This is an optimization exercise on Yosys and OpenROAD, whose aim is small area, not a production implementation.
Where RTL was checked, it was by simulation tests only, not by an equivalence proof against the original.
For run 1, only the layout was checked, not whether the RTL still works.
The flow treats the clock pin as an ideal source, which a real chip does not have.
Power and IR drop assume default switching activity.

===== flow/flow/run.sh =====
#!/bin/bash
# The standard ORFS layout (standard.sh) with these changes:
# - the smallest buffer (buf_1) on the ports,
# - a clock tree of clkbuf_8 without dummy loads, whose buffers post_cts.tcl
#   then downsizes where the clock pins keep their slew,
# - power recovery (downsizing of cells with slack), after which
#   post_grt.tcl repairs any slew or capacitance violation it left.
# make's full output goes to make.log; ORFS keeps each step's log in orfs/logs.
set -euo pipefail
F="$PWD/flow"
bash standard.sh \
  "BUFFER_PORTS_ARGS=-buffer_cell sky130_fd_sc_hd__buf_1" \
  "CTS_ARGS=-sink_clustering_enable -repair_clock_nets -buf_list sky130_fd_sc_hd__clkbuf_8 -dont_use_dummy_load" \
  "POST_CTS_TCL=$F/post_cts.tcl" \
  RECOVER_POWER=100 \
  "POST_GLOBAL_ROUTE_TCL=$F/post_grt.tcl" \
  finish > make.log 2>&1

===== flow/flow/post_cts.tcl =====
set ::clk_slew_target 0.118
set ::hold_target 1.0e-10

proc clk_pin_worst_slew {} {
  set worst 0
  foreach pin [get_pins -of_objects [all_registers] -filter "is_clock==1"] {
    foreach rf {rise fall} {
      set s [get_property $pin slew_max_$rf]
      if {$s ne "" && $s > $worst} { set worst $s }
    }
  }
  return $worst
}

proc clk_ok {} {
  estimate_parasitics -placement
  set s [clk_pin_worst_slew]
  set h [sta::worst_slack_cmd min]
  return [expr {$s <= $::clk_slew_target && $h >= $::hold_target}]
}

set bufs {}
foreach inst [[ord::get_db_block] getInsts] {
  set m [[$inst getMaster] getName]
  if {[regexp {^sky130_fd_sc_hd__clkbuf_(\d+)$} $m -> drive] && [string match "clkbuf_*" [$inst getName]]} {
    set n [llength [[[$inst findITerm X] getNet] getITerms]]
    lappend bufs [list $n [$inst getName] $m]
  }
}
puts "post_cts: clock buffers before: $bufs"
puts "post_cts: start worst clock pin slew [clk_pin_worst_slew], hold slack [sta::worst_slack_cmd min]"
if {[clk_ok]} {
  foreach b [lsort -integer -index 0 $bufs] {
    lassign $b n name orig
    foreach smaller {sky130_fd_sc_hd__clkbuf_4 sky130_fd_sc_hd__clkbuf_2} {
      set cur [[[[ord::get_db_block] findInst $name] getMaster] getName]
      replace_cell [get_cells $name] $smaller
      if {![clk_ok]} {
        replace_cell [get_cells $name] $cur
        break
      }
      puts "post_cts: $name ($n pins) -> $smaller"
    }
  }
  estimate_parasitics -placement
}
puts "post_cts: end worst clock pin slew [clk_pin_worst_slew], hold slack [sta::worst_slack_cmd min]"

===== flow/flow/post_grt.tcl =====
# Power recovery (RECOVER_POWER) can downsize the driver of a high-fanout net
# past its slew or capacitance limit; repair those nets, then refresh the
# global routes and the route guides the detailed router reads.
global_route -start_incremental
repair_design -slew_margin 20 -cap_margin 20
detailed_placement
global_route -end_incremental -congestion_report_file $::env(REPORTS_DIR)/congestion_post_hook.rpt
estimate_parasitics -global_routing
report_check_types -max_slew -max_capacitance -violators
write_guides $::env(RESULTS_DIR)/route.guide

===== flow/standard.sh =====
#!/bin/bash
# synth_recipe.tcl (not shown) runs the flow's synth.tcl, then flattens the netlist and writes it again
# the make line also repeats each setting of config.mk as NAME=value (left out here)
make -C /OpenROAD-flow-scripts/flow DESIGN_CONFIG=/design/flow/config.mk WORK_HOME=/design/flow/orfs CLKGATE_MAP_FILE= SYNTH_SCRIPT=/design/flow/synth_recipe.tcl "${@:-finish}"

===== flow/config.mk =====
export PLATFORM = sky130hd
export DESIGN_NAME = eqPath
export DESIGN_NICKNAME = eqPath
export VERILOG_FILES = /design/flow/design.v
export SDC_FILE = /design/flow/constraint.sdc
export NUM_CORES = 4
export LEC_CHECK = 0
export CAP_MARGIN = 20
export CORE_MARGIN = 2
export CORE_UTILIZATION = 65
export SLEW_MARGIN = 20

===== flow/constraint.sdc =====
create_clock -name core_clock -period 10.0 [get_ports {S_AXI_ACLK}]
set_input_delay 2.0000 -clock core_clock [delete_from_list [all_inputs] [get_ports {S_AXI_ACLK}]]
set_output_delay 2.0000 -clock core_clock [all_outputs]
set_load 0.01 [all_outputs]

===== flow/design.v =====
package eqPathPkg;
    typedef logic [16-1:0]        sample_t;      
    typedef logic signed [16-1:0] gain_t;        
    typedef logic                            channel_t;
    typedef logic [24-1:0]      dacWord_t;
    typedef logic [9-1:0]     hostAddr_t;
    typedef logic [32-1:0]     hostData_t;
    typedef struct packed {
        channel_t channel;
        sample_t  sample;
    } sampleBeat_t;
    typedef struct packed {
        gain_t ch1;
        gain_t ch0;
    } gainPair_t;
    typedef enum logic [1:0] {
        IDLE,
        SHIFT,
        DONE
    } spiState_t;
endpackage
module eqPath (
    input  logic      S_AXI_ACLK,
    input  logic      S_AXI_ARESETN,
    input  logic      hostWr,
    input  eqPathPkg::hostAddr_t hostAddr,
    input  eqPathPkg::hostData_t hostData,
    input  logic      ADC_SDO,
    output logic      ADC_SCK,
    output logic      ADC_SDI,
    output logic      ADC_CONV_CS,
    output logic      DAC_SCK,
    output logic      DAC_SDI,
    output logic      DAC_CONV_CS
);
    localparam logic [8:0] CNT_RST = 9'd281;
    logic [8:0] cnt;
    logic       tag;     
    logic adcWin, adcSck, adcSdi0, adcSdi1, dacWin, dacSck, dataWin, dacOne, dacTag, gainLoad, sampleEn, mulWin, step0, ph0, phHigh, phOdd, ph1, ph0b, satCap, dataMsb, jump0, jump1;
    assign adcWin   = (cnt[8] && cnt[7] && !cnt[6]);
    assign adcSck   = (cnt[8] && cnt[7] && cnt[1]);
    assign adcSdi0  = (cnt[8] && cnt[7] && !cnt[6] && !cnt[5] && !cnt[4] && !cnt[3] && !cnt[2]);
    assign adcSdi1  = (cnt[8] && cnt[7] && !cnt[5] && !cnt[4] && !cnt[3] && cnt[2]);
    assign dacWin   = (!cnt[8] && !cnt[7]);
    assign dacSck   = (!cnt[8] && !cnt[7] && cnt[1]);
    assign dataWin  = (!cnt[7] && cnt[6]);
    assign dacOne   = (!cnt[8] && !cnt[7] && !cnt[4] && cnt[3]);
    assign dacTag   = (!cnt[7] && cnt[4] && cnt[3] && cnt[2]);
    assign gainLoad = (cnt[8] && !cnt[7] && cnt[4]) || (!cnt[8] && !cnt[6] && !cnt[5] && !cnt[4] && !cnt[3] && !cnt[2] && !cnt[1] && cnt[0]);
    assign sampleEn = (!cnt[6] && !cnt[1] && cnt[0]);
    assign mulWin   = (cnt[7]);
    assign step0    = (!cnt[6] && !cnt[5] && !cnt[4] && !cnt[3] && !cnt[1]) || (!cnt[6] && !cnt[5] && !cnt[4] && !cnt[3] && !cnt[2]);
    assign ph0      = (!cnt[8] && !cnt[1] && !cnt[0]) || (cnt[7] && cnt[1] && !cnt[0]);
    assign phHigh   = (!cnt[1]);
    assign phOdd    = (cnt[0]);
    assign ph1      = (cnt[1]);
    assign ph0b     = (cnt[0]);
    assign satCap   = (!cnt[6] && !cnt[4] && !cnt[3] && !cnt[2] && !cnt[1] && !cnt[0]);
    assign dataMsb  = (!cnt[5] && !cnt[4] && !cnt[3] && !cnt[2]);
    assign jump0    = (cnt[8] && cnt[6] && cnt[0]);
    assign jump1    = (cnt[8] && !cnt[7] && cnt[3] && cnt[0]);
    always_ff @(posedge S_AXI_ACLK) begin
        if (!S_AXI_ARESETN) begin
            cnt <= CNT_RST;
            tag <= 1'b0;
        end else begin
            cnt <= jump0 ? 9'd32 : (jump1 ? 9'd384 : (cnt + 9'd1));
            if (jump0) tag <= ~tag;
        end
    end
    logic [15:0] staged0, staged1;
    logic        hit0, hit1;
    logic        written0, written1;
    assign hit0 = hostWr && (hostAddr[3:0] == 4'hC) && !hostAddr[4];
    assign hit1 = hostWr && (hostAddr[3:0] == 4'hC) &&  hostAddr[4];
    always_ff @(posedge S_AXI_ACLK) begin
        if (hit0) staged0 <= hostData[15:0];
        if (hit1) staged1 <= hostData[15:0];
        written0 <= S_AXI_ARESETN && (written0 || hit0);
        written1 <= S_AXI_ARESETN && (written1 || hit1);
    end
    logic [15:0] gainSwapN;
    logic        load0, load1, loadUnity;
    assign load0     = gainLoad && tag && written0;
    assign load1     = gainLoad && !tag && written1;
    assign loadUnity = gainLoad && !(tag ? written0 : written1);
    logic [15:0] loadValN;
    assign loadValN = ~((staged0 & {16{load0}}) | (staged1 & {16{load1}})
                        | (16'h4000 & {16{loadUnity}}));
    always_ff @(posedge S_AXI_ACLK) begin
        gainSwapN <= loadValN & ({gainSwapN[7:0], gainSwapN[15:8]} | {16{gainLoad}});
    end
    logic [15:0] gainSwap;
    assign gainSwap = ~gainSwapN;
    logic adcBit;
    always_ff @(posedge S_AXI_ACLK) begin
        if (sampleEn) adcBit <= ADC_SDO;
    end
    logic [31:0] p;
    logic        carry;              
    logic        shiftIn;            
    logic        addOn, subOn;
    logic [7:0]  gainByte, addend, byteIn;
    logic [8:0]  byteSum;
    logic        gainSign;
    assign gainSign = phOdd ? gainSwap[7] : gainSwap[15];
    assign gainByte = phHigh ? {8{gainSign}} : gainSwap[7:0];
    assign addOn    = mulWin && !step0 && adcBit;
    assign subOn    = step0 && !adcBit;
    assign addend   = (gainByte & {8{addOn}}) | (~gainByte & {8{subOn}});
    assign byteIn   = {p[6:0], ph0 ? (p[31] && !mulWin) : shiftIn} & {8{!step0}};
    logic [8:0] c;
    assign c[0] = ph0 ? subOn : carry;
    for (genvar i = 0; i < 8; i++) begin : g_add
        assign byteSum[i] = byteIn[i] ^ addend[i] ^ c[i];
        assign c[i+1]     = (byteIn[i] & addend[i]) | (c[i] & (byteIn[i] ^ addend[i]));
    end
    assign byteSum[8] = c[8];
    always_ff @(posedge S_AXI_ACLK) begin
        p       <= {byteSum[7:0], p[31:8]};
        carry   <= byteSum[8];
        shiftIn <= p[7];
    end
    logic satOn, satNeg;
    always_ff @(posedge S_AXI_ACLK) begin
        if (satCap) begin
            satOn  <= !((p[31] == p[30]) && (p[30] == p[29]));
            satNeg <= p[31];
        end
    end
    logic       pBit;
    logic       dataBit;
    always_comb begin
        case ({ph1, ph0b})
            2'd0:    pBit = p[5];
            2'd1:    pBit = p[30];
            2'd2:    pBit = p[22];
            default: pBit = p[14];
        endcase
    end
    assign dataBit = satOn ? !satNeg : (pBit ^ dataMsb);
    assign ADC_CONV_CS = !adcWin;
    assign ADC_SCK     = adcSck;
    assign ADC_SDI     = adcSdi0 || (adcSdi1 && tag);
    assign DAC_CONV_CS = !dacWin;
    assign DAC_SCK     = dacSck;
    assign DAC_SDI     = dataWin ? dataBit : (dacOne || (dacTag && tag));
endmodule

==> impl_metrics.tcl, run 1 <==
set metrics [dict create \
    chipHeight_um 79.0 \
    start_util_pct 66.8 \
    route.detailed.drc 0 \
    holdPathStages 0 \
    status "finished clean" \
    finalMaxSlewViolations 0 \
    worstRegToRegCells 15 \
    synth_area_um2 3650 \
    die_w_um 79.0 \
    fin_setup_tns_ns 0 \
    antenna_found_initial 0 \
    placedCellCount 389 \
    ys_types 42 \
    final_core_utilization_pct 70.5 \
    syn2layout_area_growth_pct 5.65 \
    worst_slew_pin_slew_ns 0.978 \
    gr-usage-all-layers_pct 20.7 \
    ir_drop_mv 0.140 \
    hold-path-endpoint "p[12]" \
    drive_gt1_share_pct 4.59 \
    port-buffer-count 30 \
    cts_tree "built" \
    finalHoldViolations 0 \
    postRouteAntennaNets 0 \
    rr_endpoint "p[31]" \
    num_antenna_cells 0 \
    first_global_vias 2106 \
    fmax_mhz 207 \
    startpoint_type "register" \
    min_from "p[20]" \
    finalClockSkew_ns 0.0278 \
    die_area_um2 6240 \
    synth_top_cells_by_area "dfxtp_1 (34%), edfxtp_1 (29%), fa_1 (4.4%)" \
    crit_required_ns 10.38 \
    nets 386 \
    period_needed_ns 4.84 \
    finalSetupViolCount 0 \
    relSlewSlack_pct 34.8 \
    ys_seq_area_share_pct 62.7 \
    ff2ff_setup_slack_ns 5.16 \
    max_cap_viol_count 0 \
    ioPinCount 51 \
    grt_max_degree 33 \
    insertion_delay_ns 0.52 \
    r2r-start "cnt[4]" \
    syn-instance-count 301 \
    clkSinkCount 97 \
    synth_top_cell_area_share_pct 34.0 \
    crit_type "register to register" \
    vias_per_cell 5.54 \
    grt_pass1_wl_um 9750 \
    p_leak_nw 1.44 \
    num_vias 2210 \
    syn_area_per_cell_um2 12.1 \
    crit_fanout 11 \
    crit_arrival_ns 5.22 \
    synth_edf_count 35 \
    routed_wirelength_um 5800 \
    place_congestion 0.788 \
    fin_crit_sh_pct 48.4 \
    synth_nets 358 \
    num_rows 27 \
    power_density_nw_per_um2 195 \
    yosysTopAreaCell "dfxtp_1" \
    core_um2 5470 \
    fillers 411 \
    multi_input_area_um2 1190 \
    dp_hpwl_um 3980 \
    ys_ff_latch 97 \
    first_pass_iters 4 \
    synth_warnings 1 \
    hold_class "register to register" \
    overflow 0 \
    instances_no_fill 399 \
    seq_area_um2 2290 \
    drtIter0Drc 89 \
    cp-end-kind "register" \
    clkSlewWorstSetupHoldPaths_ns 0.10 \
    ys_async_sr_fraction_pct 0 \
    wl_per_cell_um 14.5 \
    synth_top_flop_cell "dfxtp_1" \
]
-- worst max-delay path, stage by stage (launching register included) --
cell and delay [ns]:
dfxtp_1 0.43, nor3_1 0.27, nand2_1 0.24, nor2_1 0.46
mux2i_1 0.18, fa_1 0.46, fa_1 0.40, fa_1 0.38
fa_1 0.38, fa_1 0.37, inv_1 0.09, fa_1 0.16
inv_1 0.05, fa_1 0.35, inv_1 0.08, fa_1 0.41
-- how the worst max path moves through the flow --
stage / startpoint / endpoint / slack, ns
floorplan: cnt[4] / p[31] / 5.53
global placement: cnt[4] / p[31] / 5.22
detailed placement: cnt[4] / p[31] / 5.19
finish: cnt[4] / p[31] / 5.16
-- cell usage after synthesis (all sizes together) (5+ instances only) --
cell / number
a21oi: 19
a22o: 16
and2: 5
and3: 6
buf: 5
clkbuf: 11
dfxtp: 62
edfxtp: 35
fa: 8
inv: 19
mux2i: 10
nand2: 12
nand3: 6
nor2: 28
o21ai: 16
-- stage by stage --
stage          hold WS (ns)  total power [mW]  instance area [um2]  worst slack, ns
3_3_place_gp          0.310             0.591                 3780             5.22
6_report              0.304             0.752                 3860             5.16
3_5_place_dp          0.312             0.597                 3780             5.19
2_1_floorplan         0.310             0.569                 3650             5.53
-- power breakdown --
part | leakage (nW) | internal (mW) | switching, mW
Clock | 0.0539 | 0.0602 | 0.105
Combinational | 0.558 | 0.0308 | 0.0427
Sequential | 0.830 | 0.480 | 0.0329
Total | 1.44 | 0.571 | 0.180
-- layer usage --
layer	share of wire [%]	up-vias	GRT usage (%)	wire, um
met4	1.8	0	8.28	103
met2	49	37	33.6	2850
li1	-	1115	-	-
met1	46	1048	26.7	2650
met3	3.4	10	5.45	199
met5	0	-	0	0
-- cell type report --
| class | instances | area share (%) |
|---|---|---|
| Multi-Input combinational cell | 169 | 30.7 |
| Clock buffer | 9 | 2.50 |
| Timing Repair Buffer | 33 | 3.21 |
| Tap cell | 72 | 2.33 |
| Sequential cell | 97 | 59.4 |
| Inverter | 19 | 1.85 |
-- registers in the layout (all words and copies together), names as in the netlist --
| name | cells |
|---|---|
| p | 32 |
| gainSwapN | 16 |
| staged0 | 16 |
| staged1 | 16 |
| cnt | 9 |
| adcBit | 1 |
| carry | 1 |
| satNeg | 1 |
| satOn | 1 |
| shiftIn | 1 |
| tag | 1 |
| written0 | 1 |
| written1 | 1 |
-- kinds of logic (layout without fill, tap and decap cells) --
| group | count (synthesis) | in the layout | synth area share, % |
|---|---|---|---|
| xor+xnor | 5 | 5 | 1.20 |
| fa+ha+maj | 12 | 12 | 5.75 |
| simple gates | 72 | 72 | 9.66 |
| mux | 12 | 12 | 3.36 |
| compound gates | 68 | 68 | 12.9 |
| flops | 97 | 97 | 62.7 |
| buf+inv | 35 | 61 | 4.35 |
-- layout by cell type (no fill, tap or decap), types with 8 or more instances in the layout --
master,n
inv_1,19
a22o_1,16
buf_1,29
mux2i_1,10
fa_1,8
nor2_1,28
o21ai_0,16
edfxtp_1,35
dfxtp_1,62
a21oi_1,18
nand2_1,12
==> run 2: changes to the inputs <==
--- a/flow/design.v
+++ b/flow/design.v
@@ -38,3 +38,3 @@
     logic       tag;     
-    logic adcWin, adcSck, adcSdi0, adcSdi1, dacWin, dacSck, dataWin, dacOne, dacTag, gainLoad, sampleEn, mulWin, step0, ph0, phHigh, phOdd, ph1, ph0b, satCap, dataMsb, jump0, jump1;
+    logic adcWin, adcSck, adcSdi0, adcSdi1, dacWin, dacSck, dataWin, dacOne, dacTag, gainLoad, sampleEn, mulWin, step0, pass, ph0, phHigh, phOdd, ph1, ph0b, satCap, dataMsb, jump0, jump1;
     assign adcWin   = (cnt[8] && cnt[7] && !cnt[6]);
@@ -52,2 +52,3 @@
     assign step0    = (!cnt[6] && !cnt[5] && !cnt[4] && !cnt[3] && !cnt[1]) || (!cnt[6] && !cnt[5] && !cnt[4] && !cnt[3] && !cnt[2]);
+    assign pass     = (!cnt[7] && !cnt[6]);
     assign ph0      = (!cnt[8] && !cnt[1] && !cnt[0]) || (cnt[7] && cnt[1] && !cnt[0]);
@@ -57,3 +58,3 @@
     assign ph0b     = (cnt[0]);
-    assign satCap   = (!cnt[6] && !cnt[4] && !cnt[3] && !cnt[2] && !cnt[1] && !cnt[0]);
+    assign satCap   = (!cnt[6] && !cnt[1] && !cnt[0]);
     assign dataMsb  = (!cnt[5] && !cnt[4] && !cnt[3] && !cnt[2]);
@@ -81,15 +82,13 @@
     end
-    logic [15:0] gainSwapN;
-    logic        load0, load1, loadUnity;
-    assign load0     = gainLoad && tag && written0;
-    assign load1     = gainLoad && !tag && written1;
-    assign loadUnity = gainLoad && !(tag ? written0 : written1);
-    logic [15:0] loadValN;
-    assign loadValN = ~((staged0 & {16{load0}}) | (staged1 & {16{load1}})
-                        | (16'h4000 & {16{loadUnity}}));
+    logic [15:0] nextGain;
+    logic [15:0] gainSwap;
+    logic        pick0, pick1;
+    assign pick0    = tag && written0;
+    assign pick1    = !tag && written1;
+    assign nextGain = (staged0 & {16{pick0}}) | (staged1 & {16{pick1}})
+                    | (16'h4000 & {16{!pick0 && !pick1}});
     always_ff @(posedge S_AXI_ACLK) begin
-        gainSwapN <= loadValN & ({gainSwapN[7:0], gainSwapN[15:8]} | {16{gainLoad}});
+        if (gainLoad) gainSwap <= nextGain;
+        else          gainSwap <= {gainSwap[7:0], gainSwap[15:8]};
     end
-    logic [15:0] gainSwap;
-    assign gainSwap = ~gainSwapN;
     logic adcBit;
@@ -110,3 +109,4 @@
     assign addend   = (gainByte & {8{addOn}}) | (~gainByte & {8{subOn}});
-    assign byteIn   = {p[6:0], ph0 ? (p[31] && !mulWin) : shiftIn} & {8{!step0}};
+    assign byteIn   = pass ? p[7:0]
+                    : ({p[6:0], shiftIn && !ph0} & {8{!step0}});
     logic [8:0] c;
@@ -134,6 +134,6 @@
         case ({ph1, ph0b})
-            2'd0:    pBit = p[5];
-            2'd1:    pBit = p[30];
-            2'd2:    pBit = p[22];
-            default: pBit = p[14];
+            2'd0:    pBit = p[29];
+            2'd1:    pBit = p[21];
+            2'd2:    pBit = p[13];
+            default: pBit = p[5];
         endcase
==> run 2 against run 1 <==
  * Die area up 1.9%
  * First-iteration DRC count up 81%
  * Maximum frequency down 6.5%
  * Design area fell by 0.23%
  * Synthesized area rose by 2.0%
  * Synthesized cell count is 2.0% higher
  * Critical path type unchanged
  * Highest routed layer unchanged
==> impl_metrics.tcl, run 2 <==
set metrics [dict create \
    status "finished clean" \
    synth_top_cell_area_share_pct 33.3 \
    cp_common_cell "fa_1" \
    gr-usage-all-layers_pct 21.1 \
    synth_top_cells_by_area "dfxtp_1 (33%), edfxtp_1 (28%), fa_1 (4.3%)" \
    ioPinCount 51 \
    max_cap_viol_count 0 \
    insertion_delay_ns 0.51 \
    crit_required_ns 10.38 \
    die_area_um2 6360 \
    power_frac_seq_pct 68.8 \
    syn_area_per_cell_um2 12.1 \
    final_common_cell "dfxtp_1" \
    synth_edf_count 35 \
    chipHeight_um 79.7 \
    timing.hold.ws_ns 0.328 \
    ys_types 47 \
    worst_slew_pin_slew_ns 0.925 \
    p_clk_share_pct 20.8 \
    grt_max_degree 33 \
    nets 388 \
    clkSlewWorstSetupHoldPaths_ns 0.11 \
    finalSetupViolCount 0 \
    drive_gt1_share_pct 4.86 \
    finalMaxSlewViolations 0 \
    finalClockSkew_ns 0.0351 \
    wl_per_cell_um 14.4 \
    postRouteAntennaNets 0 \
    top_register "p" \
    vias_per_cell 5.53 \
    overflow 0 \
    internal_power_uw 567 \
    grt_pass1_wl_um 10000 \
    start_util_pct 67.7 \
    cp-end-kind "register" \
    crit_arrival_ns 5.55 \
    instances_no_fill 401 \
    ys_seq_area_share_pct 61.5 \
    cp_cell_sequence "or3_1 > a211o_1 > nor2_1 > mux2i_1 > fa_1 > fa_1 > fa_1 > fa_1 > fa_1 > inv_1 > fa_1 > inv_1 > fa_1 > inv_1 > fa_1" \
    finalPower_uw 752 \
    synth_common_cells "dfxtp_1 (62), edfxtp_1 (35), nand2_1 (24)" \
    pre_cts_ws_ns 4.95 \
    final_cell_mix "dfxtp_1 (62), edfxtp_1 (35), buf_1 (29)" \
    synth_nets 364 \
    fin_ws_ns 4.83 \
    synth_area_um2 3730 \
    period_needed_ns 5.17 \
    antenna_found_initial 0 \
    core_um2 5510 \
    first_global_vias 2200 \
    postPlaceCellArea_um2 3840 \
    largest_register_ffs 32 \
    syn-instance-count 307 \
    die_w_um 79.7 \
    num_vias 2219 \
    combPwrFrac_pct 10.5 \
    yosysTopAreaCell "dfxtp_1" \
    hold_class "register to register" \
    finalHoldViolations 0 \
    crit_fanout 10 \
    power_density_nw_per_um2 195 \
    ys_ff_latch 97 \
    place_congestion 0.806 \
    num_rows 27 \
    fin_crit_sh_pct 51.7 \
    clkSinkCount 97 \
    p_leak_nw 1.42 \
    crit_type "register to register" \
    dp_hpwl_um 3910 \
    relSlewSlack_pct 38.3 \
    fillers 417 \
    ff2ff_setup_slack_ns 4.83 \
    num_antenna_cells 0 \
    first_pass_iters 4 \
    slowest_stage "nor2_1" \
    drtIter0Drc 161 \
    route.detailed.drc 0 \
    swShare_pct 24.5 \
    startpoint_type "register" \
    fin_setup_tns_ns 0 \
    synth.most_common_cell "dfxtp_1" \
    cts_tree "built" \
    final_area_um2 3850 \
    synth_warnings 1 \
    final_core_utilization_pct 69.9 \
    port-buffer-count 30 \
    synth_top_flop_cell "dfxtp_1" \
    placedCellCount 392 \
    power.switching_uw 185 \
    routed_wirelength_um 5780 \
    ys_async_sr_fraction_pct 0 \
    syn2layout_area_growth_pct 3.32 \
    cp_slowest_stage_delay_ns 0.48 \
    ir_drop_mv 0.111 \
    fmax_mhz 193 \
]
run 2: changes by cell type in the layout (fill, tap and decap cells not counted), sizes merged, moves of 5 or more:
cell and delta:
nor2 -16, a22oi +14, nand3 +5, o21ai +5
nand2 +12, a22o -15
run 2: power groups by stage:
| stage | logic [mW] | clock network [mW] | registers, mW |
|---|---|---|---|
| 2_1_floorplan | 0.0719 | 0 | 0.510 |
| 3_3_place_gp | 0.0805 | 0 | 0.524 |
| 3_5_place_dp | 0.0833 | 0 | 0.525 |
| 6_report | 0.0786 | 0.156 | 0.517 |
run 2: layer usage:
metal  vias up  global-route usage, %  routed length, um
met5         -                      0                  0
met4         0                   9.83                112
met3        10                   6.00                217
met2        40                   32.9               2740
met1      1039                   27.3               2700
li1       1130                      -                  -
run 2: final timing paths:
check,startpoint,to,cells past startpoint
hold reg to reg,p[22],p[14],0
setup / recovery,cnt[3],p[31],15
setup reg to reg,cnt[3],p[31],15
hold / removal,p[22],p[14],0
run 2: cell type report:
cell class / count / area (um2) / area share (%)
inverter: 16 / 60.1 / 1.56
clock buffer: 9 / 83.8 / 2.18
timing repair buffer: 32 / 120 / 3.12
sequential: 97 / 2290 / 59.5
tap: 72 / 90.1 / 2.34
multi-input combinational: 175 / 1200 / 31.3
run 2: kinds of logic after synthesis:
group                      after synthesis  synth area share, %
muxes                                   11                 3.02
AOI/OAI and AO/OA                       70                 13.6
DFF                                     97                 61.5
and+or+nand+nor                         77                 10.7
xor gates and xnor gates                 5                 1.18
adders and majority gates               12                 5.64
buffers and inverters                   35                 4.43
run 2: critical path: cells and delay by family (launching register included):
family / cells / cell delay (ns)
muxes: 1 / 0.22
AOI/OAI and AO/OA: 1 / 0.41
DFF: 1 / 0.40
and+or+nand+nor: 2 / 0.91
buffers and inverters: 3 / 0.21
adders and majority gates: 8 / 2.91

-- what the ideal ports hide --
How much do the figures lean on ideal ports? The routed layouts below were timed once more, with nothing changed but the port constraints.
Step 1 assumes that a clkbuf_16 drives the clock port and a buf_2 every other input.
Step 2 adds t to the input delays and takes it off the output delays; t is the mean of the earliest and latest rising clock arrival at the registers after step 1. Input paths then give back, and output paths get back, about the clock's delay inside the block.
Slacks: ideal / step 1 / step 2; pairs: ideal / step 1.
run | t, ns | setup slack, ns | hold slack, ns
run 1 | 0.535 | 5.162 / 5.162 / 5.162 | 0.304 / 0.304 / 0.304
run 2 | 0.520 | 4.825 / 4.825 / 4.825 | 0.328 / 0.328 / 0.328
After both steps every run listed still meets setup and hold.
